This design comes from an exercise in tuning for small area, a short achievable clock period and few clock cycles per item on the open sky130 flow, not from production work.
Function was checked by simulation only, so behaviour that the tests miss may differ from the original.

`flow/design.v`:
```
package aesPkg;
  typedef logic [32-1:0] aesWord;
  typedef union packed {
    logic [128-1:0] flat;
    aesWord [0:3]               cols;
  } aesBlock;
  typedef logic [4-1:0] roundIdx;
  function automatic logic [7:0] xtime(input logic [7:0] b);
    xtime = {b[6:0], 1'b0} ^ (b[7] ? 8'h1B : 8'h00);
  endfunction
endpackage
`timescale 1ns/10ps
module gXor (input logic a, input logic b, output logic y);
  assign y = a ^ b;
endmodule
module gXnor (input logic a, input logic b, output logic y);
  assign y = ~(a ^ b);
endmodule
module gNand (input logic a, input logic b, output logic y);
  assign y = ~(a & b);
endmodule
module gNor (input logic a, input logic b, output logic y);
  assign y = ~(a | b);
endmodule
module gAo (input logic a1, input logic a2, input logic b1, input logic b2, output logic y);
  assign y = (a1 & a2) | (b1 & b2);
endmodule
module gAoi3 (input logic a1, input logic a2, input logic b1, input logic b2,
              input logic c1, input logic c2, output logic y);
  assign y = ~((a1 & a2) | (b1 & b2) | (c1 & c2));
endmodule
module sBox (
  input  logic [7:0] in,
  output logic [7:0] out
);
  logic U0, U1, U2, U3, U4, U5, U6, U7;
  logic S0, S1, S2, S3, S4, S5, S6, S7;
  logic L0, L1, L2, L3, L4, L5, L6, L7, L8, L9, L10, L11;
  logic L12, L13, L14, L15, L16, L17, L18, L19, L20, L21, L22, L23;
  logic L24, L25, L26, L27, L28, L29, M1, M2, M3, M4, M5, M6;
  logic M7, M8, M9, M10, M11, M12, M13, M14, M15, M16, M17, M18;
  logic M19, M20, M21, M22, M23, M24, M25, M26, M27, M28, M29, M30;
  logic M31, M32, M33, M34, M35, M36, M37, M38, M39, M40, M41, M42;
  logic M43, M44, M45, M46, M47, M48, M49, M50, M51, M52, M53, M54;
  logic M55, M56, M57, M58, M59, M60, M61, M62, M63, T1, T2, T3;
  logic T4, T5, T6, T7, T8, T9, T10, T11, T12, T13, T14, T15;
  logic T16, T17, T18, T19, T20, T21, T22, T23, T24, T25, T26, T27;
  assign {U0, U1, U2, U3, U4, U5, U6, U7} = in;
  gXor gT1 (.a(U0), .b(U3), .y(T1));
  gXor gT2 (.a(U0), .b(U5), .y(T2));
  gXor gT3 (.a(U0), .b(U6), .y(T3));
  gXor gT4 (.a(U3), .b(U5), .y(T4));
  gXor gT5 (.a(U4), .b(U6), .y(T5));
  gXor gT6 (.a(T1), .b(T5), .y(T6));
  gXor gT7 (.a(U1), .b(U2), .y(T7));
  gXor gT8 (.a(U7), .b(T6), .y(T8));
  gXor gT9 (.a(U7), .b(T7), .y(T9));
  gXor gT10 (.a(T6), .b(T7), .y(T10));
  gXor gT11 (.a(U1), .b(U5), .y(T11));
  gXor gT12 (.a(U2), .b(U5), .y(T12));
  gXor gT13 (.a(T3), .b(T4), .y(T13));
  gXor gT14 (.a(T6), .b(T11), .y(T14));
  gXor gT15 (.a(T5), .b(T11), .y(T15));
  gXor gT16 (.a(T5), .b(T12), .y(T16));
  gXor gT17 (.a(T9), .b(T16), .y(T17));
  gXor gT18 (.a(U3), .b(U7), .y(T18));
  gXor gT19 (.a(T7), .b(T18), .y(T19));
  gXor gT20 (.a(T1), .b(T19), .y(T20));
  gXor gT21 (.a(U6), .b(U7), .y(T21));
  gXor gT22 (.a(T7), .b(T21), .y(T22));
  gXor gT23 (.a(T2), .b(T22), .y(T23));
  gXor gT24 (.a(T2), .b(T10), .y(T24));
  gXor gT25 (.a(T20), .b(T17), .y(T25));
  gXor gT26 (.a(T3), .b(T16), .y(T26));
  gXor gT27 (.a(T1), .b(T12), .y(T27));
  gNand gM1 (.a(T13), .b(T6), .y(M1));
  gNand gM2 (.a(T23), .b(T8), .y(M2));
  gXnor gM3 (.a(T14), .b(M1), .y(M3));
  gNand gM4 (.a(T19), .b(U7), .y(M4));
  gXor gM5 (.a(M4), .b(M1), .y(M5));
  gNand gM6 (.a(T3), .b(T16), .y(M6));
  gNand gM7 (.a(T22), .b(T9), .y(M7));
  gXnor gM8 (.a(T26), .b(M6), .y(M8));
  gNand gM9 (.a(T20), .b(T17), .y(M9));
  gXor gM10 (.a(M9), .b(M6), .y(M10));
  gNand gM11 (.a(T1), .b(T15), .y(M11));
  gNand gM12 (.a(T4), .b(T27), .y(M12));
  gXor gM13 (.a(M12), .b(M11), .y(M13));
  gNand gM14 (.a(T2), .b(T10), .y(M14));
  gXor gM15 (.a(M14), .b(M11), .y(M15));
  gXnor gM16 (.a(M3), .b(M2), .y(M16));
  gXor gM17 (.a(M5), .b(T24), .y(M17));
  gXnor gM18 (.a(M8), .b(M7), .y(M18));
  gXor gM19 (.a(M10), .b(M15), .y(M19));
  gXor gM20 (.a(M16), .b(M13), .y(M20));
  gXor gM21 (.a(M17), .b(M15), .y(M21));
  gXor gM22 (.a(M18), .b(M13), .y(M22));
  gXor gM23 (.a(M19), .b(T25), .y(M23));
  gXnor gM24 (.a(M22), .b(M23), .y(M24));
  gNand gM25 (.a(M22), .b(M20), .y(M25));
  gXor gM26 (.a(M21), .b(M25), .y(M26));
  gXnor gM27 (.a(M20), .b(M21), .y(M27));
  gXor gM28 (.a(M23), .b(M25), .y(M28));
  gNor gM29 (.a(M28), .b(M27), .y(M29));
  gNor gM30 (.a(M26), .b(M24), .y(M30));
  gNand gM31 (.a(M20), .b(M23), .y(M31));
  gNor gM32 (.a(M27), .b(M31), .y(M32));
  gXor gM33 (.a(M27), .b(M25), .y(M33));
  gNand gM34 (.a(M21), .b(M22), .y(M34));
  gNor gM35 (.a(M24), .b(M34), .y(M35));
  gXor gM36 (.a(M24), .b(M25), .y(M36));
  gXor gM37 (.a(M21), .b(M29), .y(M37));
  gXor gM38 (.a(M32), .b(M33), .y(M38));
  gXor gM39 (.a(M23), .b(M30), .y(M39));
  gXor gM40 (.a(M35), .b(M36), .y(M40));
  gXor gM41 (.a(M38), .b(M40), .y(M41));
  gXor gM42 (.a(M37), .b(M39), .y(M42));
  gXor gM43 (.a(M37), .b(M38), .y(M43));
  gXor gM44 (.a(M39), .b(M40), .y(M44));
  gXor gM45 (.a(M42), .b(M41), .y(M45));
  gNand gM46 (.a(M44), .b(T6), .y(M46));
  gNand gM47 (.a(M40), .b(T8), .y(M47));
  gNand gM48 (.a(M39), .b(U7), .y(M48));
  gNand gM49 (.a(M43), .b(T16), .y(M49));
  gNand gM50 (.a(M38), .b(T9), .y(M50));
  gNand gM51 (.a(M37), .b(T17), .y(M51));
  gNand gM52 (.a(M42), .b(T15), .y(M52));
  gNand gM53 (.a(M45), .b(T27), .y(M53));
  gNand gM54 (.a(M41), .b(T10), .y(M54));
  gNand gM55 (.a(M44), .b(T13), .y(M55));
  gNand gM56 (.a(M40), .b(T23), .y(M56));
  gNand gM57 (.a(M39), .b(T19), .y(M57));
  gNand gM58 (.a(M43), .b(T3), .y(M58));
  gNand gM59 (.a(M38), .b(T22), .y(M59));
  gNand gM60 (.a(M37), .b(T20), .y(M60));
  gNand gM61 (.a(M42), .b(T1), .y(M61));
  gNand gM62 (.a(M45), .b(T4), .y(M62));
  gNand gM63 (.a(M41), .b(T2), .y(M63));
  gXor gL0 (.a(M61), .b(M62), .y(L0));
  gXor gL1 (.a(M50), .b(M56), .y(L1));
  gXor gL2 (.a(M46), .b(M48), .y(L2));
  gXor gL3 (.a(M47), .b(M55), .y(L3));
  gXor gL4 (.a(M54), .b(M58), .y(L4));
  gXor gL5 (.a(M49), .b(M61), .y(L5));
  gXnor gL6 (.a(M62), .b(L5), .y(L6));
  gXnor gL7 (.a(M46), .b(L3), .y(L7));
  gXor gL8 (.a(M51), .b(M59), .y(L8));
  gXor gL9 (.a(M52), .b(M53), .y(L9));
  gXnor gL10 (.a(M53), .b(L4), .y(L10));
  gXnor gL11 (.a(M60), .b(L2), .y(L11));
  gXor gL12 (.a(M48), .b(M51), .y(L12));
  gXnor gL13 (.a(M50), .b(L0), .y(L13));
  gXor gL14 (.a(M52), .b(M61), .y(L14));
  gXnor gL15 (.a(M55), .b(L1), .y(L15));
  gXnor gL16 (.a(M56), .b(L0), .y(L16));
  gXnor gL17 (.a(M57), .b(L1), .y(L17));
  gXnor gL18 (.a(M58), .b(L8), .y(L18));
  gXnor gL19 (.a(M63), .b(L4), .y(L19));
  gXor gL20 (.a(L0), .b(L1), .y(L20));
  gXor gL21 (.a(L1), .b(L7), .y(L21));
  gXor gL22 (.a(L3), .b(L12), .y(L22));
  gXor gL23 (.a(L18), .b(L2), .y(L23));
  gXor gL24 (.a(L15), .b(L9), .y(L24));
  gXor gL25 (.a(L6), .b(L10), .y(L25));
  gXor gL26 (.a(L7), .b(L9), .y(L26));
  gXor gL27 (.a(L8), .b(L10), .y(L27));
  gXor gL28 (.a(L11), .b(L14), .y(L28));
  gXor gL29 (.a(L11), .b(L17), .y(L29));
  gXor gS0 (.a(L6), .b(L24), .y(S0));
  gXnor gS1 (.a(L16), .b(L26), .y(S1));
  gXnor gS2 (.a(L19), .b(L28), .y(S2));
  gXor gS3 (.a(L6), .b(L21), .y(S3));
  gXor gS4 (.a(L20), .b(L22), .y(S4));
  gXor gS5 (.a(L25), .b(L29), .y(S5));
  gXnor gS6 (.a(L13), .b(L27), .y(S6));
  gXnor gS7 (.a(L6), .b(L23), .y(S7));
  assign out = {S0, S1, S2, S3, S4, S5, S6, S7};
endmodule
`timescale 1ns/10ps
module keySubWord (
  input  aesPkg::aesBlock keyQ,
  output aesPkg::aesWord  subWord
);
  aesPkg::aesWord rotWord;
  assign rotWord = {keyQ.cols[3][23:0], keyQ.cols[3][31:24]};
  for (genvar i = 0; i < 4; i++) begin : gSubWord
    sBox i_sBox (
      .in  (rotWord[8*i +: 8]),
      .out (subWord[8*i +: 8])
    );
  end
endmodule
module keyExpand (
  input  aesPkg::aesBlock keyQ,
  input  aesPkg::aesWord  subWord,
  input  logic [7:0]      rcon,
  output aesPkg::aesBlock keyNext
);
  aesPkg::aesWord subRcon;
  assign subRcon = subWord ^ {rcon, 24'h000000};
  for (genvar k = 0; k < 32; k++) begin : gBit
    gXor i_c0 (.a(keyQ.cols[0][k]), .b(subRcon[k]),         .y(keyNext.cols[0][k]));
    gXor i_c1 (.a(keyQ.cols[1][k]), .b(keyNext.cols[0][k]), .y(keyNext.cols[1][k]));
    gXor i_c2 (.a(keyQ.cols[2][k]), .b(keyNext.cols[1][k]), .y(keyNext.cols[2][k]));
    gXor i_c3 (.a(keyQ.cols[3][k]), .b(keyNext.cols[2][k]), .y(keyNext.cols[3][k]));
  end
endmodule
`timescale 1ns/10ps
module subBytes (
  input  aesPkg::aesBlock state,
  output aesPkg::aesBlock subbed
);
  for (genvar i = 0; i < 16; i++) begin : gSubBytes
    sBox i_sBox (
      .in  (state.flat[8*i +: 8]),
      .out (subbed.flat[8*i +: 8])
    );
  end
endmodule
module roundDatapath (
  input  aesPkg::aesBlock subbed,
  output aesPkg::aesBlock shifted,
  output aesPkg::aesBlock mixed
);
  always_comb begin
    for (int c = 0; c < 4; c++) begin
      for (int r = 0; r < 4; r++) begin
        shifted.cols[c][8*(3-r) +: 8] = subbed.cols[(c+r)%4][8*(3-r) +: 8];
      end
    end
  end
  for (genvar c = 0; c < 4; c++) begin : gMix
    mixColumn i_mixColumn (
      .col (shifted.cols[c]),
      .out (mixed.cols[c])
    );
  end
endmodule
module mixColumn (
  input  aesPkg::aesWord col,
  output aesPkg::aesWord out
);
  logic [7:0] a [4];
  logic [7:0] d [4];
  logic [7:0] x [4];
  logic [7:0] s [4];
  for (genvar i = 0; i < 4; i++) begin : gByte
    assign a[i] = col[8*(3-i) +: 8];
  end
  for (genvar i = 0; i < 4; i++) begin : gPair
    for (genvar k = 0; k < 8; k++) begin : gBit
      gXor i_d (.a(a[i][k]), .b(a[(i+1)%4][k]), .y(d[i][k]));
    end
  end
  for (genvar i = 0; i < 4; i++) begin : gXtime
    assign x[i][0] = d[i][7];
    assign x[i][2] = d[i][1];
    assign x[i][5] = d[i][4];
    assign x[i][6] = d[i][5];
    assign x[i][7] = d[i][6];
    gXor i_x1 (.a(d[i][0]), .b(d[i][7]), .y(x[i][1]));
    gXor i_x3 (.a(d[i][2]), .b(d[i][7]), .y(x[i][3]));
    gXor i_x4 (.a(d[i][3]), .b(d[i][7]), .y(x[i][4]));
  end
  for (genvar i = 0; i < 4; i++) begin : gOut
    for (genvar k = 0; k < 8; k++) begin : gBit
      gXor i_s (.a(d[(i+1)%4][k]), .b(a[(i+3)%4][k]), .y(s[i][k]));
      gXor i_o (.a(x[i][k]), .b(s[i][k]), .y(out[8*(3-i) + k]));
    end
  end
endmodule
`timescale 1ns/10ps
module roundControl (
  input  logic       validIn,
  input  logic       actB,
  input  logic [7:0] rconB,
  output logic       load,
  output logic       mixEn,
  output logic       lastEn,
  output logic       actANext,
  output logic       finANext
);
  logic lastB;
  assign lastB = (rconB == 8'h36);
  assign load  = !actB;
  assign mixEn  = actB && !lastB;
  assign lastEn = actB && lastB;
  assign actANext = load ? validIn : !lastB;
  assign finANext = actB && lastB;
endmodule
`timescale 1ns/10ps
module aesEncryptCore (
  input  logic    clk,
  input  logic    arstN,
  input  logic    validIn,
  input  aesPkg::aesBlock key,
  input  aesPkg::aesBlock data,
  output aesPkg::aesBlock dataOut,
  output aesPkg::aesBlock keyOut,
  output logic    validOut,
  output logic    busy
);
  aesPkg::aesBlock stateA;
  aesPkg::aesBlock keyA;
  logic [7:0]      rconA;
  logic            actA;
  aesPkg::aesBlock subbedB;
  aesPkg::aesBlock keyB;
  aesPkg::aesWord  subWordB;
  logic [7:0]      rconB;
  logic            actB;
  logic            loadB;
  logic            stepB;
  logic            load;
  logic            mixEn;
  logic            lastEn;
  logic            actANext;
  logic            finANext;
  aesPkg::aesBlock subbed;
  aesPkg::aesWord  subWord;
  aesPkg::aesBlock shifted;
  aesPkg::aesBlock mixed;
  aesPkg::aesBlock keyNext;
  aesPkg::aesBlock keyD;
  aesPkg::aesBlock stateD;
  roundControl i_roundControl (
    .validIn  (validIn),
    .actB     (actB),
    .rconB    (rconB),
    .load     (load),
    .mixEn    (mixEn),
    .lastEn   (lastEn),
    .actANext (actANext),
    .finANext (finANext)
  );
  subBytes i_subBytes (
    .state  (stateA),
    .subbed (subbed)
  );
  keySubWord i_keySubWord (
    .keyQ    (keyA),
    .subWord (subWord)
  );
  keyExpand i_keyExpand (
    .keyQ    (keyB),
    .subWord (subWordB),
    .rcon    (rconB),
    .keyNext (keyNext)
  );
  roundDatapath i_roundDatapath (
    .subbed  (subbedB),
    .shifted (shifted),
    .mixed   (mixed)
  );
  for (genvar k = 0; k < 128; k++) begin : gLoad
    logic pickedN;
    gAo   i_key  (.a1(loadB), .a2(key.flat[k]), .b1(stepB), .b2(keyNext.flat[k]), .y(keyD.flat[k]));
    gAoi3 i_pick (.a1(loadB), .a2(data.flat[k]), .b1(mixEn), .b2(mixed.flat[k]),
                  .c1(lastEn), .c2(shifted.flat[k]), .y(pickedN));
    gXnor i_ark  (.a(pickedN), .b(keyD.flat[k]), .y(stateD.flat[k]));
  end
  assign stepB = !loadB;
  always_ff @(posedge clk or negedge arstN) begin
    if (!arstN) begin
      loadB <= 1'b1;
    end else begin
      loadB <= !actA;
    end
  end
  always_ff @(posedge clk or negedge arstN) begin
    if (!arstN) begin
      actA     <= 1'b0;
      actB     <= 1'b0;
      validOut <= 1'b0;
    end else begin
      actA     <= actANext;
      actB     <= actA;
      validOut <= finANext;
    end
  end
  always_ff @(posedge clk) begin
    rconA    <= load ? 8'(8'h01) : aesPkg::xtime(rconB);
    keyA     <= keyD;
    stateA   <= stateD;
    rconB    <= rconA;
    keyB     <= keyA;
    subWordB <= subWord;
    subbedB  <= subbed;
  end
  assign busy    = actB;
  assign dataOut = stateA;
  assign keyOut  = keyA;
endmodule
```
`flow/flow/run.sh`:
```
#!/bin/bash
set -euo pipefail
MARGIN=$(cat flow/margin.txt)
bash standard.sh synth > synth.log 2>&1
bash standard.sh "BUFFER_PORTS_ARGS=-buffer_cell sky130_fd_sc_hd__buf_1" \
  "SETUP_SLACK_MARGIN=$MARGIN" finish > layout.log 2>&1
```
`flow/flow/margin.txt`:
```
14.7
```
`flow/standard.sh`:
```
#!/bin/bash
# synth_recipe.tcl (not shown) runs the flow's synth.tcl, then flattens the netlist and writes it again
# the make line also repeats each setting of config.mk as NAME=value (left out here)
make -C /OpenROAD-flow-scripts/flow DESIGN_CONFIG=/design/flow/config.mk WORK_HOME=/design/flow/orfs CLKGATE_MAP_FILE= SYNTH_SCRIPT=/design/flow/synth_recipe.tcl "${@:-finish}"
```
`flow/config.mk`:
```
export PLATFORM = sky130hd
export DESIGN_NAME = aesEncryptCore
export DESIGN_NICKNAME = aesEncryptCore
export VERILOG_FILES = /design/flow/design.v
export SDC_FILE = /design/flow/constraint.sdc
export NUM_CORES = 4
export LEC_CHECK = 0
export CAP_MARGIN = 20
export CELL_PAD_IN_SITES_DETAIL_PLACEMENT = 0
export CELL_PAD_IN_SITES_GLOBAL_PLACEMENT = 0
export CORE_MARGIN = 2
export CORE_UTILIZATION = 65
export CTS_CLUSTER_DIAMETER = 80
export CTS_CLUSTER_SIZE = 25
export PLACE_DENSITY = 0.8
export SLEW_MARGIN = 20
export SYNTH_HIERARCHICAL = 1
```
`flow/constraint.sdc`:
```
create_clock -name core_clock -period 20.0 [get_ports {clk}]
set_input_delay 4.0000 -clock core_clock [delete_from_list [all_inputs] [get_ports {clk}]]
set_output_delay 4.0000 -clock core_clock [all_outputs]
set_load 0.01 [all_outputs]
```
==> results of run 1 <==
## registers in the layout (all words and copies together), names as in the netlist
| signal | flops |
|---|---|
| actA | 1 |
| actB | 1 |
| keyA | 128 |
| keyB | 128 |
| loadB | 1 |
| rconA | 8 |
| rconB | 8 |
| stateA | 128 |
| subWordB | 32 |
| subbedB | 128 |
| validOut | 1 |
## Yosys stat by module, one instance, submodules excluded, excerpt
| module | cells | flip-flops and latches | copies in the design | cell area [um2] |
|---|---|---|---|---|
| gNand | 1 | 0 | 600 | 3.75 |
| gNor | 1 | 0 | 80 | 3.75 |
| roundDatapath | 128 | 0 | 1 | 961 |
| gXnor | 1 | 0 | 528 | 8.76 |
| keyExpand | 8 | 0 | 1 | 70.1 |
| gXor | 1 | 0 | 2040 | 8.76 |
| sBox | 8 | 0 | 20 | 60.1 |
| roundControl | 8 | 0 | 1 | 66.3 |
| gAoi3 | 1 | 0 | 128 | 10.0 |
| gAo | 1 | 0 | 128 | 8.76 |
## layout make-up
type,count,area [um2],area share [%]
timing repair buffer,530,2080,4.74
clock inverter,19,258,0.588
tap,846,1060,2.42
sequential,564,11400,26.1
clock buffer,37,883,2.02
inverter,3,13.8,0.0314
multi-input combinational,3529,28100,64.1
antenna,8,20.0,0.0457
## synth_stat cells, types with 3 or more instances
cell	n	share of area, %
xnor2_1	531	11
dfxtp_1	560	27
buf_4	289	5.3
nand2_1	600	5.5
nor2_1	84	0.77
nor2b_1	4	0.061
xor2_1	2048	44
a22o_1	128	2.7
a222oi_1	128	3.1
inv_1	3	0.027
dfrtp_1	3	0.18
## timing repair
item                                    4_1_cts  5_1_grt
endpoints found under the setup margin       78      118
resized for setup                            96       74
hold buffers                                  0        0
buffers inserted                              0        0
## stage by stage
step	setup WS, ns	std cells	hold slack (ns)	area (um2)
finish	14.69	5536	0.329	43800
global route	14.66	5534	0.337	43800
CTS	14.62	5527	0.325	43300
detailed placement	14.44	5471	0.312	42100
global placement	14.04	5466	0.310	42000
floorplan	15.44	4385	0.310	41100
## cell families after synthesis
| kind of cell | synth area share (%) |
|---|---|
| AOI/OAI and AO/OA | 5.87 |
| xor gates and xnor gates | 54.9 |
| buffers and inverters | 5.30 |
| DFF | 27.5 |
| and+or+nand+nor | 6.42 |
## per-layer routing
layer,up-vias,share of wire [%]
met5,-,0.035
met2,1212,46
met3,248,8.1
met4,6,6.0
li1,14300,-
met1,14500,40
## worst min-delay path by stage
stage	startpoint	to	slack, ns	depth (start not counted)
floorplan	rconA[0]	rconB[0]	0.31	0
global placement	rconA[2]	rconB[2]	0.31	0
detailed placement	rconA[7]	rconB[7]	0.31	0
CTS	rconA[7]	rconB[7]	0.33	0
global route	rconA[7]	rconB[7]	0.34	0
finish	rconA[7]	rconB[7]	0.33	0
==> impl_metrics.ini, run 1 <==
[clocking]
clk_pin_slew_ns = 0.10
cts_buffer_depth = 3
cts_tree = done
clk_latency_ns = 0.61
htree_levels = 2
clkSinkCount = 564
cts_buffers = 35
clock-root-buffer = clkbuf_16

[floorplanning]
rows = 92
io-pin-count = 517
core-area_um2 = 62900
start_util_pct = 65.4
die_height_um = 256
die_w_um = 256
die_area_um2 = 65300

[timing]
rsz0062_at_grt = yes
finalMaxSlewViolations = 0
slew_headroom_pct = 15.1
hold_viol = 0
fin_crit_sh_pct = 26.6
fmaxAchievable_mhz = 188
tightestPinTransition_ns = 1.27
setup_viol = 0
finClkSkew_ns = 0.0493
tns_ns = 0
fin_crit_ns = 5.31

[cells_and_area]
synthToLayoutAreaGrowth_pct = 6.52
final_common_cell = xor2_1
layout_common_cells = 2007 x xor2_1, 600 x nand2_1, 517 x xnor2_1, 487 x dfxtp_1, 486 x buf_1
n_fill_cell = 5235
fin_util_pct = 69.7
drive_gt1_share_pct = 4.93
nNetsFinal = 4922

[worst_setup_path]
reg2reg_slack_ns = 15.04
crit_fanout = 3
r2r_cells = 16
cp_data_arrival_time_ns = 1.31
cp_top_family = flip-flops
crit_end = dataOut[110]
regToRegStartpoint = stateA[81]
required_ns = 16.00
critPathLaunchType = register
rr_endpoint = subbedB[82]
max_stage_delay_ns = 0.43
critical_path.cell_chain = buf_1
critPathBufInv = 1
startpoint = stateA[110]
crit_type = reg -> out
cpMaxStageDelayCell = dfxtp_1
cp.depth = 1
cp-end-kind = primary output

[route]
antenna_left = 0
vias = 30200
wire_per_inst_um = 22.8
drt-total-wl_um = 126000
vias_per_cell = 5.46
drcViolationCount = 0
first_pass_iters = 8
drt_iter0_drc = 3162

[logic_synthesis]
synth_edf_count = 0
ys_types = 18
syn_area_um2 = 41100
netlist_instances = 4385
synth_seq_area_share_pct = 27.5
syn_nets = 4644
synth_ff_type = dfxtp_1
avgSynthCellArea_um2 = 9.38
synth-seq-cells = 564
synthArstFlopShare_pct = 0.709
yosys_warnings = 13

[global_route]
grt-ovfl-total = 0
grt-busiest-layer = met2
grt_max_degree = 81
use_met1_pct = 46.8
grt.met3_usage_pct = 7.07
antenna_found_initial = 12
grt_pass1_wl_um = 186000
use_met2_pct = 61.0
grt_util_all_layers_pct = 37.3
grt_pass1_vias = 30100

[outcome]
outcome = finished clean

[place]
hpwlAfterDp_um = 104000
port_buffers = 516
gp_congestion = 1.03

[min_path]
hold_path.class = reg -> reg

[run]
cap_violations = 0
Testbench counts, summed over its fixed seeds: cycles 5,640, blocks 512.
==> inputs of run 2 (changes only) <==
==> flow/flow/margin.txt (replaced) <==
14.85
==> run 2 against run 1 <==
  * Synthesized area stayed put
  * Die area stayed put
  * Fmax is 3.2% higher
  * Largest cell class unchanged
  * Still clean
  * Setup slack better by 0.16 ns
  * Non-clock buffer count is 97 higher
  * Critical endpoint is now dataOut[83]
  * Flip-flop and latch count stayed put
  * Synthesized cell count stayed put
  * Cell count is 1.8% higher
==> impl_metrics.ini, run 2 <==
[route]
vias = 31000
wire_per_inst_um = 23.0
drt-total-wl_um = 130000
drcViolationCount = 0
first_pass_iters = 10
drt_iter0_drc = 3646
antenna_left = 0
vias_per_cell = 5.50

[cells_and_area]
fin_util_pct = 72.7
drive_gt1_share_pct = 12.8
n_fill_cell = 4929
fin_cells = 5634
layout_common_cells = 1977 x xor2_1, 600 x nand2_1, 513 x xnor2_1, 391 x dfxtp_1, 333 x buf_1
final_common_cell = xor2_1
final_cell_area_um2 = 45700
nNetsFinal = 5019
synthToLayoutAreaGrowth_pct = 11.1

[worst_setup_path]
rr_endpoint = subbedB[51]
required_ns = 16.00
regToRegStartpoint = stateA[49]
cp_top_family = flip-flops
cp-end-kind = primary output
cp_data_arrival_time_ns = 1.15
critPathBufInv = 1
critPathLaunchType = register
cpMaxStageDelayCell = dfxtp_1
crit_fanout = 2
r2r_cells = 17
crit_type = reg -> out
critical_path.cell_chain = buf_1
max_stage_delay_ns = 0.39
reg2reg_slack_ns = 15.11

[clocking]
cts_buffers = 35
clk_pin_slew_ns = 0.10
clock-root-buffer = clkbuf_16
clk_latency_ns = 0.61
cts_buffer_depth = 3
htree_levels = 2
holdBufCountCts = 0
clkSinkCount = 564
cts_tree = done

[timing]
hold_viol = 0
tightestPinTransition_ns = 1.30
setup_viol = 0
tns_ns = 0
fmaxAchievable_mhz = 194
slew_headroom_pct = 13.6
rsz0062_at_grt = yes
fin_crit_sh_pct = 25.8
finClkSkew_ns = 0.0489
finalMaxSlewViolations = 0
fin_crit_ns = 5.15

[global_route]
grt_pass1_vias = 30600
grt_util_all_layers_pct = 38.0
grt_max_degree = 81
grt_pass1_wl_um = 189000
antenna_found_initial = 11
grt-ovfl-total = 0

[logic_synthesis]
synth_common_cells = 2048 x xor2_1, 600 x nand2_1, 560 x dfxtp_1
netlist_instances = 4385
synth_edf_count = 0
yosysTopAreaCellShare_pct = 43.6
synthArstFlopShare_pct = 0.709
syn_nets = 4644
avgSynthCellArea_um2 = 9.38
yosys-top-cells-area = xor2_1 44%, dfxtp_1 27%, xnor2_1 11%
yosys_warnings = 13
synth_most_common_cell = xor2_1
synth_ff_type = dfxtp_1
synth-seq-cells = 564
synth_seq_area_share_pct = 27.5
syn_area_um2 = 41100
ys_types = 18
netlist.top_cell.by_area = xor2_1

[place]
port_buffers = 516
hpwlAfterDp_um = 104000
place_area_um2 = 42100
gp_congestion = 1.03
dp_cells = 5471

[floorplanning]
die_w_um = 256
rows = 92
io-pin-count = 517
die_area_um2 = 65300
core-area_um2 = 62900
start_util_pct = 65.4
die_height_um = 256

[min_path]
min_from = rconA[7]
worstHoldPathCells = 0
worstHoldEndpoint = rconB[7]
hold_path.class = reg -> reg

[outcome]
outcome = finished clean

[run]
cap_violations = 0
-- run 2: Yosys stat by module, one instance, submodules excluded, excerpt --
module,copies in the design,cells inside
gAo,128,1
gXor,2040,1
gAoi3,128,1
gNor,80,1
sBox,20,8
keyExpand,1,8
gNand,600,1
roundDatapath,1,128
-- run 2: cell type report --
class                           count  area, um2  share of cell area [%]
Multi-Input combinational cell   3529      28300                    62.0
Sequential cell                   564      11800                    25.9
Timing Repair Buffer              627       3280                    7.18
Tap cell                          846       1060                    2.32
Clock buffer                       37        883                    1.93
Clock inverter                     19        258                   0.564
Antenna cell                        9       22.5                  0.0493
Inverter                            3       13.8                  0.0301
-- run 2: cell families after synthesis --
| logic type | Yosys count | synth area share (%) |
|---|---|---|
| simple gates | 692 | 6.42 |
| compound gates | 258 | 5.87 |
| flops | 564 | 27.5 |
| xor+xnor | 2579 | 54.9 |
| buf+inv | 292 | 5.30 |
-- run 2: metrics by stage --
| step | hold slack [ns] | setup slack, ns |
|---|---|---|
| after global placement | 0.310 | 14.04 |
| after floorplan | 0.310 | 15.44 |
| after global routing | 0.338 | 14.79 |
| after detailed placement | 0.312 | 14.44 |
| after CTS | 0.325 | 14.75 |
| final | 0.335 | 14.85 |
-- run 2: worst max path at each step --
stage,start,end,cells after the start
6_report,stateA[83],dataOut[83],1
5_1_grt,keyA[23],subWordB[26],17
4_1_cts,stateA[72],dataOut[72],1
3_5_place_dp,data[33],stateA[33],3
3_3_place_gp,data[104],stateA[104],3
2_1_floorplan,data[0],stateA[0],2
-- run 2: layer usage --
metal / GRT usage [%] / vias to the layer above / part of all wire (%)
met2: 61.9 / 1329 / 46
met1: 47.4 / 14900 / 40
met4: 21.2 / 6 / 6.5
met3: 6.95 / 285 / 8.2
met5: 0 / - / 0.034
li1: - / 14500 / -
-- run 2: what timing repair did --
item,4_1_cts,5_1_grt
resized for setup,466,168
setup buffers,68,29
endpoints found under the hold margin,0,0
setup endpoints to repair,183,214
gates cloned,0,0
==> inputs of run 3 (changes only) <==
==> flow/flow/margin.txt (replaced) <==
14.76
==> run 3 against run 2 <==
  * Setup slack worse by 0.095 ns
  * Fmax is 1.8% lower
==> impl_metrics.ini, run 3 <==
[place]
hpwlAfterDp_um = 104000
preCtsSetupSlack_ns = 14.44
gp_congestion = 1.03
place_area_um2 = 42100
port_buffers = 516

[global_route]
grt_pass1_wl_um = 186000
antenna_found_initial = 12
grt_pass1_vias = 30200
grt_util_all_layers_pct = 37.4
grt-ovfl-total = 0
grt_max_degree = 81

[cells_and_area]
final_common_cell = xor2_1
multi_input_area_um2 = 28100
synthToLayoutAreaGrowth_pct = 7.19
fin_util_pct = 70.2
final_cell_area_um2 = 44100
n_fill_cell = 5175
nNetsFinal = 4934
regArea_um2 = 11600
layout_common_cells = 2005 x xor2_1, 600 x nand2_1, 516 x xnor2_1, 464 x buf_1, 439 x dfxtp_1
drive_gt1_share_pct = 6.73

[route]
vias = 30400
vias_per_cell = 5.49
wire_per_inst_um = 22.9
drcViolationCount = 0
drt_iter0_drc = 3333
antenna_left = 0
first_pass_iters = 9
drt-total-wl_um = 127000

[worst_setup_path]
crit_type = reg -> out
cpMaxStageDelayCell = dfxtp_2
cp_top_family = flip-flops
max_stage_delay_ns = 0.43
crit_fanout = 3
required_ns = 16.00
critPathLaunchType = register
cp_data_arrival_time_ns = 1.25
critPathBufInv = 1
critical_path.cell_chain = buf_2
cp-end-kind = primary output

[floorplanning]
die_w_um = 256
die_height_um = 256
io-pin-count = 517
start_util_pct = 65.4
die_area_um2 = 65300
rows = 92
core-area_um2 = 62900

[timing]
finalMaxSlewViolations = 0
tns_ns = 0
finClkSkew_ns = 0.0509
fin_crit_sh_pct = 26.2
fin_crit_ns = 5.25
fmaxAchievable_mhz = 191
slew_headroom_pct = 13.5
tightestPinTransition_ns = 1.30
setup_viol = 0
rsz0062_at_grt = yes
worst_slack_ns = 14.75
hold_viol = 0

[logic_synthesis]
synth-seq-cells = 564
ys_types = 18
synth_most_common_cell = xor2_1
synth_common_cells = 2048 x xor2_1, 600 x nand2_1, 560 x dfxtp_1
yosysTopAreaCellShare_pct = 43.6
yosys-top-cells-area = xor2_1 44%, dfxtp_1 27%, xnor2_1 11%
synth_seq_area_share_pct = 27.5
syn_nets = 4644
synth_ff_type = dfxtp_1
avgSynthCellArea_um2 = 9.38
yosys_warnings = 13
netlist_instances = 4385
netlist.top_cell.by_area = xor2_1
syn_area_um2 = 41100
synthArstFlopShare_pct = 0.709
synth_edf_count = 0

[clocking]
cts_buffer_depth = 3
clk_latency_ns = 0.61
clk_pin_slew_ns = 0.10
htree_levels = 2
cts_buffers = 35
cts_tree = done
clkSinkCount = 564
holdBufCountCts = 0
clock-root-buffer = clkbuf_16

[min_path]
hold_path.class = reg -> reg

[run]
cap_violations = 0

[outcome]
outcome = finished clean
[run 3: cell counts after synthesis]
No cell type changed its count.
[run 3: area by class of cell]
| cell class | count | area share, % |
|---|---|---|
| timing repair buffer | 542 | 4.99 |
| sequential | 564 | 26.2 |
| antenna | 8 | 0.0454 |
| clock buffer | 37 | 2.00 |
| tap | 846 | 2.40 |
| clock inverter | 19 | 0.585 |
| multi-input combinational | 3529 | 63.7 |
| inverter | 3 | 0.0312 |
[run 3: cells by family (layout without fill, tap and decap cells)]
logic type,count (synthesis),count (layout),share of synthesized area (%)
AOI/OAI and AO/OA,258,258,5.87
xor gates and xnor gates,2579,2579,54.9
buffers and inverters,292,601,5.30
DFF,564,564,27.5
other,0,8,0
and+or+nand+nor,692,692,6.42
[run 3: timing repair]
action | 4_1_cts | 5_1_grt
setup buffers | 6 | 6
gates resized for setup | 185 | 88
endpoints found under the setup margin | 120 | 145
[run 3: per-module statistics from Yosys, one instance, submodules excluded, a selection]
module	cell area, um2	cells inside
sBox	60.1	8
gNor	3.75	1
gNand	3.75	1
keyExpand	70.1	8
aesEncryptCore	11400	577
roundControl	66.3	8
gXor	8.76	1
roundDatapath	961	128
gXnor	8.76	1
[run 3: final timing paths]
check,depth (start not counted),endpoint,from,slack (ns)
max in group asynchronous,1,loadB,arstN,16.54
hold / removal,0,rconB[7],rconA[7],0.33
setup / recovery,1,dataOut[45],stateA[45],14.75
hold reg to reg,0,rconB[7],rconA[7],0.33
min in group asynchronous,1,actB,arstN,3.21
setup reg to reg,16,subbedB[51],stateA[52],15.10
[run 3: stage by stage]
stage	hold WS [ns]	instances
final	0.328	5548
after global routing	0.337	5546
after CTS	0.325	5533
after detailed placement	0.312	5471
after global placement	0.310	5466
after floorplan	0.310	4385
[run 3: layer usage]
layer / share of wire (%) / global-route usage (%) / vias up
met5: 0.038 / 0 / -
met3: 7.7 / 7.30 / 253
met1: 40 / 46.7 / 14600
met4: 6.0 / 19.6 / 8
li1: - / - / 14300
met2: 46 / 61.2 / 1224
==> inputs of run 4 (changes only) <==
==> flow/flow/margin.txt (replaced) <==
14.8
==> run 4 against run 3 <==
  * Still clean on timing, DRC and antenna
  * Routed wire length grew 0.64%
  * Clock-buffer cell count is the same
  * Setup slack gained 0.011 ns
  * Sequential share of layout area is essentially flat
  * Synthesized area is the same
  * Non-clock buffer count grew 21
  * Cell count grew 0.41%
  * Critical path depth is the same
  * Cell area grew 0.98%
  * Critical path type unchanged
==> impl_metrics.ini, run 4 <==
[floorplanning]
io-pin-count = 517
start_util_pct = 65.4
die_area_um2 = 65300
rows = 92
die_height_um = 256
core-area_um2 = 62900
die_w_um = 256

[route]
vias = 30600
drcViolationCount = 0
vias_per_cell = 5.49
antenna_left = 0
drt-total-wl_um = 128000
first_pass_iters = 11
wl_met2_um = 58500
drt-met1-wl_um = 51100
drt_iter0_drc = 3608
top_layer = met5
wl_met3_um = 10300
wire_per_inst_um = 22.9

[logic_synthesis]
avgSynthCellArea_um2 = 9.38
synth_ff_type = dfxtp_1
yosysTopAreaCellShare_pct = 43.6
netlist_instances = 4385
synthArstFlopShare_pct = 0.709
netlist.top_cell.by_area = xor2_1
ys_types = 18
synth_most_common_cell = xor2_1
synth_edf_count = 0
yosys_warnings = 13
synth_common_cells = 2048 x xor2_1, 600 x nand2_1, 560 x dfxtp_1
syn_nets = 4644
syn_area_um2 = 41100
yosys-top-cells-area = xor2_1 44%, dfxtp_1 27%, xnor2_1 11%
synth-seq-cells = 564
synth_seq_area_share_pct = 27.5

[timing]
hold_viol = 0
rsz0062_at_grt = yes
finalMaxSlewViolations = 0
worst_slack_ns = 14.77
tightestPinTransition_ns = 1.29
finClkSkew_ns = 0.0515
fin_crit_ns = 5.23
fmaxAchievable_mhz = 191
fin_crit_sh_pct = 26.2
setup_viol = 0
tns_ns = 0
slew_headroom_pct = 14.3

[clocking]
clk_latency_ns = 0.61
cts_buffers = 35
holdBufCountCts = 0
clk_pin_slew_ns = 0.10
cts_tree = done
cts_buffer_depth = 3
clock-root-buffer = clkbuf_16
clkSinkCount = 564
htree_levels = 2

[worst_setup_path]
critPathBufInv = 1
cpMaxStageDelayCell = dfxtp_1
critical_path.cell_chain = buf_4
max_stage_delay_ns = 0.44
crit_fanout = 3
critPathLaunchType = register
cp-end-kind = primary output
cp_top_family = flip-flops
cp.depth = 1
crit_type = reg -> out
r2r_cells = 16
cp_data_arrival_time_ns = 1.23
required_ns = 16.00

[place]
port_buffers = 516
place_area_um2 = 42100
hpwlAfterDp_um = 104000
preCtsSetupSlack_ns = 14.44
gp_congestion = 1.03

[global_route]
grt_pass1_wl_um = 187000
grt-ovfl-total = 0
grt_pass1_vias = 30200
antenna_found_initial = 13
grt_max_degree = 81
grt_util_all_layers_pct = 37.5

[cells_and_area]
fin_util_pct = 70.8
final_cell_area_um2 = 44500
drive_gt1_share_pct = 8.74
layout_common_cells = 1996 x xor2_1, 600 x nand2_1, 516 x xnor2_1, 422 x buf_1, 415 x dfxtp_1
nNetsFinal = 4955
final_common_cell = xor2_1
synthToLayoutAreaGrowth_pct = 8.24

[outcome]
outcome = finished clean

[min_path]
worstHoldPathCells = 0
hold_path.class = reg -> reg

[run]
cap_violations = 0
run 4: worst reg2reg max path, stage by stage (launching register included):
cell     delay (ns)
dfxtp_4        0.42
xor2_1         0.43
xor2_1         0.51
xor2_1         0.31
nand2_1        0.10
xor2_1         0.16
xor2_1         0.20
xor2_1         0.40
xnor2_1        0.24
xor2_1         0.21
xor2_1         0.37
xor2_1         0.29
xor2_1         0.21
nand2_1        0.12
xnor2_1        0.46
xor2_1         0.23
xor2_1         0.16
run 4: final timing paths:
check | slack (ns) | from | endpoint
max in group asynchronous | 16.54 | arstN | loadB
worst min register to register | 0.33 | rconA[7] | rconB[7]
worst max register to register | 15.12 | stateA[81] | subbedB[82]
worst max-delay path | 14.77 | stateA[110] | dataOut[110]
min in group asynchronous | 3.21 | arstN | validOut
worst min-delay path | 0.33 | rconA[7] | rconB[7]
run 4: repair_timing:
item | CTS | global route
setup endpoints to repair | 150 | 159
gates resized for setup | 284 | 106
buffers inserted | 16 | 17
run 4: area by class of cell:
type	instances	area (um2)
timing repair buffer	563	2450
tap	846	1060
inverter	3	13.8
clock buffer	37	883
multi-input combinational	3529	28200
fill	5108	18300
sequential	564	11700
antenna	10	25.0
clock inverter	19	258
run 4: logic make-up after synthesis:
family,share of synthesized area (%)
and+or+nand+nor,6.42
DFF,27.5
AOI/OAI and AO/OA,5.87
xor gates and xnor gates,54.9
buffers and inverters,5.30
run 4: Yosys stat by module, one instance, submodules excluded, a selection:
| module | copies in the design | flops+latches | cell area (um2) |
|---|---|---|---|
| gXnor | 528 | 0 | 8.76 |
| keyExpand | 1 | 0 | 70.1 |
| gNand | 600 | 0 | 3.75 |
| roundDatapath | 1 | 0 | 961 |
| sBox | 20 | 0 | 60.1 |
| roundControl | 1 | 0 | 66.3 |
| gAo | 128 | 0 | 8.76 |
run 4: metal layers:
| layer | global-route usage [%] | vias up |
|---|---|---|
| met5 | 0 | - |
| met4 | 19.3 | 10 |
| met3 | 6.84 | 278 |
| li1 | - | 14300 |
| met1 | 47.2 | 14600 |
| met2 | 61.6 | 1311 |
run 4: metrics by stage:
step           std cells  hold slack [ns]
2_1_floorplan       4385            0.310
3_3_place_gp        5466            0.310
3_5_place_dp        5471            0.312
4_1_cts             5543            0.325
5_1_grt             5567            0.337
6_report            5571            0.326
==> inputs of run 5 (changes only) <==
==> flow/flow/margin.txt (replaced) <==
14.7
--- a/flow/config.mk
+++ b/flow/config.mk
@@ -10,8 +10,8 @@
 export CELL_PAD_IN_SITES_GLOBAL_PLACEMENT = 0
 export CORE_MARGIN = 2
 export CORE_UTILIZATION = 65
-export CTS_CLUSTER_DIAMETER = 80
-export CTS_CLUSTER_SIZE = 25
+export CTS_CLUSTER_DIAMETER = 60
+export CTS_CLUSTER_SIZE = 20
 export PLACE_DENSITY = 0.8
 export SLEW_MARGIN = 20
 export SYNTH_HIERARCHICAL = 1
==> run 5 against run 4 <==
  * Die area unchanged
  * Critical path type unchanged
  * Highest routed layer unchanged
  * Flip-flop and latch count unchanged
  * Via count about the same
  * Critical path depth unchanged
  * Worst hold slack improved by 0.0054 ns
  * Clock-buffer cell count increased by 14
  * Still clean
  * First-iteration DRC count decreased by 7.8%
==> impl_metrics.ini, run 5 <==
[clocking]
clk_pin_slew_ns = 0.08
clk_latency_ns = 0.62
holdBufCountCts = 0
cts_buffer_depth = 3
htree_levels = 2
cts_buffers = 46
clkSinkCount = 564
clock-root-buffer = clkbuf_16
cts_tree = done

[route]
drcViolationCount = 0
vias_per_cell = 5.49
wl_met3_um = 9540
top_layer = met5
drt-met1-wl_um = 51400
wire_per_inst_um = 22.8
antenna_left = 0
vias = 30500
drt-total-wl_um = 127000
drt_iter0_drc = 3326
first_pass_iters = 10
wl_met2_um = 58100

[logic_synthesis]
avgSynthCellArea_um2 = 9.38
yosys_warnings = 13
synthArstFlopShare_pct = 0.709
yosysTopAreaCellShare_pct = 43.6
synth-seq-cells = 564
ys_types = 18
synth_seq_area_share_pct = 27.5
syn_area_um2 = 41100
yosys-top-cells-area = xor2_1 44%, dfxtp_1 27%, xnor2_1 11%
netlist_instances = 4385
synth_most_common_cell = xor2_1
synth_common_cells = 2048 x xor2_1, 600 x nand2_1, 560 x dfxtp_1
synth_edf_count = 0
synth_ff_type = dfxtp_1
netlist.top_cell.by_area = xor2_1
syn_nets = 4644

[timing]
setup_viol = 0
finalMaxSlewViolations = 0
tightestPinTransition_ns = 1.31
fin_crit_ns = 5.31
finClkSkew_ns = 0.0361
tns_ns = 0
rsz0062_at_grt = yes
fin_crit_sh_pct = 26.5
fmaxAchievable_mhz = 188
hold_viol = 0
slew_headroom_pct = 12.8

[cells_and_area]
nNetsFinal = 4936
layout_common_cells = 2009 x xor2_1, 600 x nand2_1, 517 x xnor2_1, 481 x buf_1, 471 x dfxtp_1
n_fill_cell = 5180
fin_util_pct = 70.5
final_common_cell = xor2_1
drive_gt1_share_pct = 5.86
synthToLayoutAreaGrowth_pct = 7.68

[worst_setup_path]
critPathLaunchType = register
reg2reg_slack_ns = 15.03
required_ns = 16.00
regToRegStartpoint = keyA[19]
cpMaxStageDelayCell = dfxtp_1
critPathBufInv = 1
cp_top_family = flip-flops
critical_path.cell_chain = buf_1
max_stage_delay_ns = 0.40
crit_type = reg -> out
rr_endpoint = subWordB[26]
cp-end-kind = primary output
r2r_cells = 16
crit_fanout = 2
cp_data_arrival_time_ns = 1.31

[place]
hpwlAfterDp_um = 104000
port_buffers = 516
gp_congestion = 1.03

[min_path]
hold_path.class = reg -> reg
worstHoldPathCells = 0
worstHoldEndpoint = rconB[7]
min_from = rconA[7]

[global_route]
grt_util_all_layers_pct = 37.4
grt_pass1_vias = 30300
antenna_found_initial = 10
grt_max_degree = 81
grt_pass1_wl_um = 186000
grt-ovfl-total = 0

[floorplanning]
die_height_um = 256
core-area_um2 = 62900
die_w_um = 256
die_area_um2 = 65300
rows = 92
io-pin-count = 517
start_util_pct = 65.4

[run]
cap_violations = 0

[outcome]
outcome = finished clean
==> run 5: cell counts after synthesis <==
Identical to the previous run, type by type.
==> run 5: layout make-up <==
cell class	instances	area [um2]	share of cell area, %
Multi-Input combinational cell	3529	28100	63.3
Sequential cell	564	11500	25.9
Timing Repair Buffer	533	2110	4.75
Clock buffer	51	1200	2.71
Tap cell	846	1060	2.39
Clock inverter	29	368	0.830
Antenna cell	7	17.5	0.0395
Inverter	3	13.8	0.0311
==> run 5: per-stage QoR <==
stage                     area [um2]  hold slack (ns)  setup WS [ns]  cells
after floorplan                41100            0.310          15.44   4385
after global placement         42000            0.310          14.04   5466
after detailed placement       42100            0.312          14.44   5471
after CTS                      43800            0.329          14.59   5551
after global routing           44300            0.335          14.66   5560
final                          44300            0.332          14.69   5562
==> run 5: how the worst max path moves through the flow <==
stage | endpoint | cells after the start | slack [ns] | startpoint
global route | dataOut[107] | 1 | 14.66 | stateA[107]
floorplan | stateA[0] | 2 | 15.44 | data[0]
detailed placement | stateA[33] | 3 | 14.44 | data[33]
CTS | dataOut[72] | 1 | 14.59 | stateA[72]
finish | dataOut[107] | 1 | 14.69 | stateA[107]
global placement | stateA[104] | 3 | 14.04 | data[104]
==> run 5: logic make-up (layout without fill, tap and decap cells) <==
logic type | after synthesis | in the layout | synth area share (%)
DFF | 564 | 564 | 27.5
xor gates and xnor gates | 2579 | 2579 | 54.9
buffers and inverters | 292 | 616 | 5.30
and+or+nand+nor | 692 | 692 | 6.42
other | 0 | 7 | 0
AOI/OAI and AO/OA | 258 | 258 | 5.87
==> run 5: metal layers <==
layer	vias to the layer above	GRT usage [%]
li1	14300	-
met3	281	6.30
met5	-	0
met4	8	19.9
met2	1296	61.2
met1	14600	47.3
==> run 5: per-module statistics from Yosys (local to each module, per instance), excerpt <==
module | copies in the design | cells
aesEncryptCore | 1 | 577
gXnor | 528 | 1
gXor | 2040 | 1
keyExpand | 1 | 8
roundControl | 1 | 8
gAoi3 | 128 | 1
gNor | 80 | 1
roundDatapath | 1 | 128
gAo | 128 | 1
==> run 5: what timing repair did <==
action	CTS	global route
hold endpoints to repair	0	0
resized for setup	112	85
pin swaps	0	0
buffers inserted	0	3
setup endpoints to repair	89	130
==> inputs of run 6 (changes only) <==
==> flow/flow/margin.txt (replaced) <==
14.76
--- a/flow/config.mk
+++ b/flow/config.mk
@@ -9,9 +9,9 @@
 export CELL_PAD_IN_SITES_DETAIL_PLACEMENT = 0
 export CELL_PAD_IN_SITES_GLOBAL_PLACEMENT = 0
 export CORE_MARGIN = 2
-export CORE_UTILIZATION = 65
-export CTS_CLUSTER_DIAMETER = 60
-export CTS_CLUSTER_SIZE = 20
-export PLACE_DENSITY = 0.8
+export CORE_UTILIZATION = 70
+export CTS_CLUSTER_DIAMETER = 80
+export CTS_CLUSTER_SIZE = 25
+export PLACE_DENSITY = 0.85
 export SLEW_MARGIN = 20
 export SYNTH_HIERARCHICAL = 1
==> run 6 against run 5 <==
  * Clock-buffer cell count is 12 lower
  * Cell area is 0.76% lower
  * Sequential share of layout area is 0.31 points higher
  * Fmax is 1.0% higher
  * Critical endpoint is now keyOut[12]
  * Still clean on timing, DRC and antenna
  * Register-to-register slack better by 0.02 ns
==> impl_metrics.ini, run 6 <==
[outcome]
outcome = finished clean

[logic_synthesis]
yosys_warnings = 13
netlist_instances = 4385
synth_edf_count = 0
syn_nets = 4644
synthArstFlopShare_pct = 0.709
netlist.top_cell.by_area = xor2_1
synth_most_common_cell = xor2_1
synth_common_cells = 2048 x xor2_1, 600 x nand2_1, 560 x dfxtp_1
ys_types = 18
avgSynthCellArea_um2 = 9.38
yosysTopAreaCellShare_pct = 43.6
yosys-top-cells-area = xor2_1 44%, dfxtp_1 27%, xnor2_1 11%
synth_ff_type = dfxtp_1
syn_area_um2 = 41100
synth_seq_area_share_pct = 27.5
synth-seq-cells = 564

[timing]
slew_headroom_pct = 21.8
whs_ns = 0.327
fin_crit_sh_pct = 26.3
finalMaxSlewViolations = 0
hold_viol = 0
fin_crit_ns = 5.25
tightestPinTransition_ns = 1.17
setup_viol = 0
finClkSkew_ns = 0.0405
tns_ns = 0
fmaxAchievable_mhz = 190
rsz0062_at_grt = yes

[global_route]
grt-busiest-layer = met2
grt_util_all_layers_pct = 40.0
antenna_found_initial = 11
use_met2_pct = 65.2
grt-ovfl-total = 0
grt_pass1_wl_um = 183000
grt.met3_usage_pct = 7.20
grt_max_degree = 76
grt_pass1_vias = 30000
use_met1_pct = 50.2

[worst_setup_path]
reg2reg_slack_ns = 15.05
critical_path.cell_chain = buf_2
max_stage_delay_ns = 0.42
cp-end-kind = primary output
crit_type = reg -> out
cp_data_arrival_time_ns = 1.25
cp_top_family = flip-flops
critPathBufInv = 1
cpMaxStageDelayCell = dfxtp_2
critPathLaunchType = register
crit_fanout = 5
required_ns = 16.00

[min_path]
hold_path.class = reg -> reg

[clocking]
cts_buffer_depth = 3
clk_latency_ns = 0.59
cts_tree = done
holdBufCountCts = 0
clock-root-buffer = clkbuf_16
cts_buffers = 35
clkSinkCount = 564
clk_pin_slew_ns = 0.10
htree_levels = 2

[place]
port_buffers = 516
hpwlAfterDp_um = 103000
gp_congestion = 1.03

[cells_and_area]
synthToLayoutAreaGrowth_pct = 6.87
layout_common_cells = 2010 x xor2_1, 600 x nand2_1, 514 x xnor2_1, 466 x buf_1, 448 x dfxtp_1
fin_util_pct = 75.9
drive_gt1_share_pct = 6.40
final_common_cell = xor2_1
nNetsFinal = 4929

[route]
vias = 30800
antenna_left = 0
drt_iter0_drc = 3401
first_pass_iters = 12
drt-total-wl_um = 126000
drcViolationCount = 0
wire_per_inst_um = 23.1
vias_per_cell = 5.63

[floorplanning]
die_area_um2 = 60700
core-area_um2 = 57900
rows = 88
start_util_pct = 71.0
io-pin-count = 517
die_height_um = 246
die_w_um = 246

[run]
cap_violations = 0
[run 6: cell counts after synthesis]
Identical to the previous run, type by type.
[run 6: final cells by class]
| type | instances | area, um2 |
|---|---|---|
| inverters | 3 | 13.8 |
| fillers | 4390 | 14000 |
| clock buffers | 39 | 943 |
| flip-flops and latches | 564 | 11500 |
| diodes | 13 | 32.5 |
| clock inverters | 19 | 267 |
| multi-input cells | 3529 | 28100 |
| repair buffers | 537 | 2150 |
| well taps | 765 | 957 |
[run 6: modules after synthesis (local to each module, per instance), a selection]
module	times used	area, um2
aesEncryptCore	1	11400
keyExpand	1	70.1
roundControl	1	66.3
gAoi3	128	10.0
gXnor	528	8.76
gNand	600	3.75
gAo	128	8.76
gNor	80	3.75
sBox	20	60.1
gXor	2040	8.76
roundDatapath	1	961
[run 6: path summary, 6_finish.rpt]
path                             from          end  cells past startpoint
max                          keyA[12]   keyOut[12]                      1
min                         keyA[109]    keyB[109]                      0
max reg2reg                stateA[92]  subbedB[91]                     16
min reg2reg                 keyA[109]    keyB[109]                      0
max in group asynchronous       arstN        loadB                      1
min in group asynchronous       arstN     validOut                      1
[run 6: routing by layer]
layer / vias up / routed length [um]
met1: 14600 / 50000
met3: 330 / 10800
li1: 14300 / -
met2: 1511 / 57500
met4: 0 / 7880
met5: - / 0
[run 6: through the flow]
| stage | area, um2 | worst slack (ns) | std cells |
|---|---|---|---|
| after global placement | 41900 | 14.45 | 5386 |
| after floorplan | 41100 | 15.44 | 4385 |
| after global routing | 43900 | 14.72 | 5463 |
| final | 44000 | 14.75 | 5469 |
| after CTS | 43400 | 14.68 | 5449 |
| after detailed placement | 42000 | 14.56 | 5389 |
[run 6: cells by family (layout without fill, tap and decap cells)]
family	Yosys count	count (layout)	synth area share, %
buf+inv	292	598	5.30
xor+xnor	2579	2579	54.9
compound gates	258	258	5.87
other cells	0	13	0
simple gates	692	692	6.42
flops	564	564	27.5
[run 6: repair_timing]
item	CTS	global route
setup endpoints to repair	107	146
resized for setup	163	82
setup buffers	2	7
hold endpoints to repair	0	0

==> static timing again, ports no longer ideal <==
The results above use ideal ports. As a check the final layouts listed here were re-extracted and re-timed, cells and wires unchanged.
Step 1 (the two cells are an assumption about what drives the block):
set clk [get_ports {clk}]
set_driving_cell -lib_cell sky130_fd_sc_hd__clkbuf_16 $clk
set_driving_cell -lib_cell sky130_fd_sc_hd__buf_2 [delete_from_list [all_inputs] $clk]
Step 2 adds t to the input delays and takes it off the output delays; t is the mean of the earliest and latest rising clock arrival at the registers after step 1. Input paths then give back, and output paths get back, about the clock's delay inside the block.
Slacks: no drivers / after step 1 / after step 2; pairs: no drivers / after step 1.
run	t (ns)	setup slack, ns	worst hold slack (ns)	clock arrival spread, ns	worst register clock-pin slew, ns
run 1	0.651	14.685 / 14.616 / 14.303	0.329 / 0.329 / 0.329	0.050 / 0.050	0.10 / 0.10
run 2	0.653	14.849 / 14.778 / 14.248	0.335 / 0.335 / 0.335	0.050 / 0.050	0.10 / 0.10
run 3	0.653	14.754 / 14.686 / 14.301	0.328 / 0.328 / 0.328	0.052 / 0.052	0.10 / 0.10
run 4	0.651	14.766 / 14.697 / 14.299	0.326 / 0.326 / 0.326	0.052 / 0.052	0.10 / 0.10
run 5	0.669	14.693 / 14.625 / 14.356	0.332 / 0.332 / 0.332	0.041 / 0.041	0.08 / 0.08
run 6	0.637	14.748 / 14.684 / 14.491	0.327 / 0.327 / 0.327	0.041 / 0.041	0.10 / 0.10
After both steps every run listed still meets setup and hold. The setup slack of run 2, which loses most, moves by -0.071 ns with the drivers and by -0.601 ns with both steps.
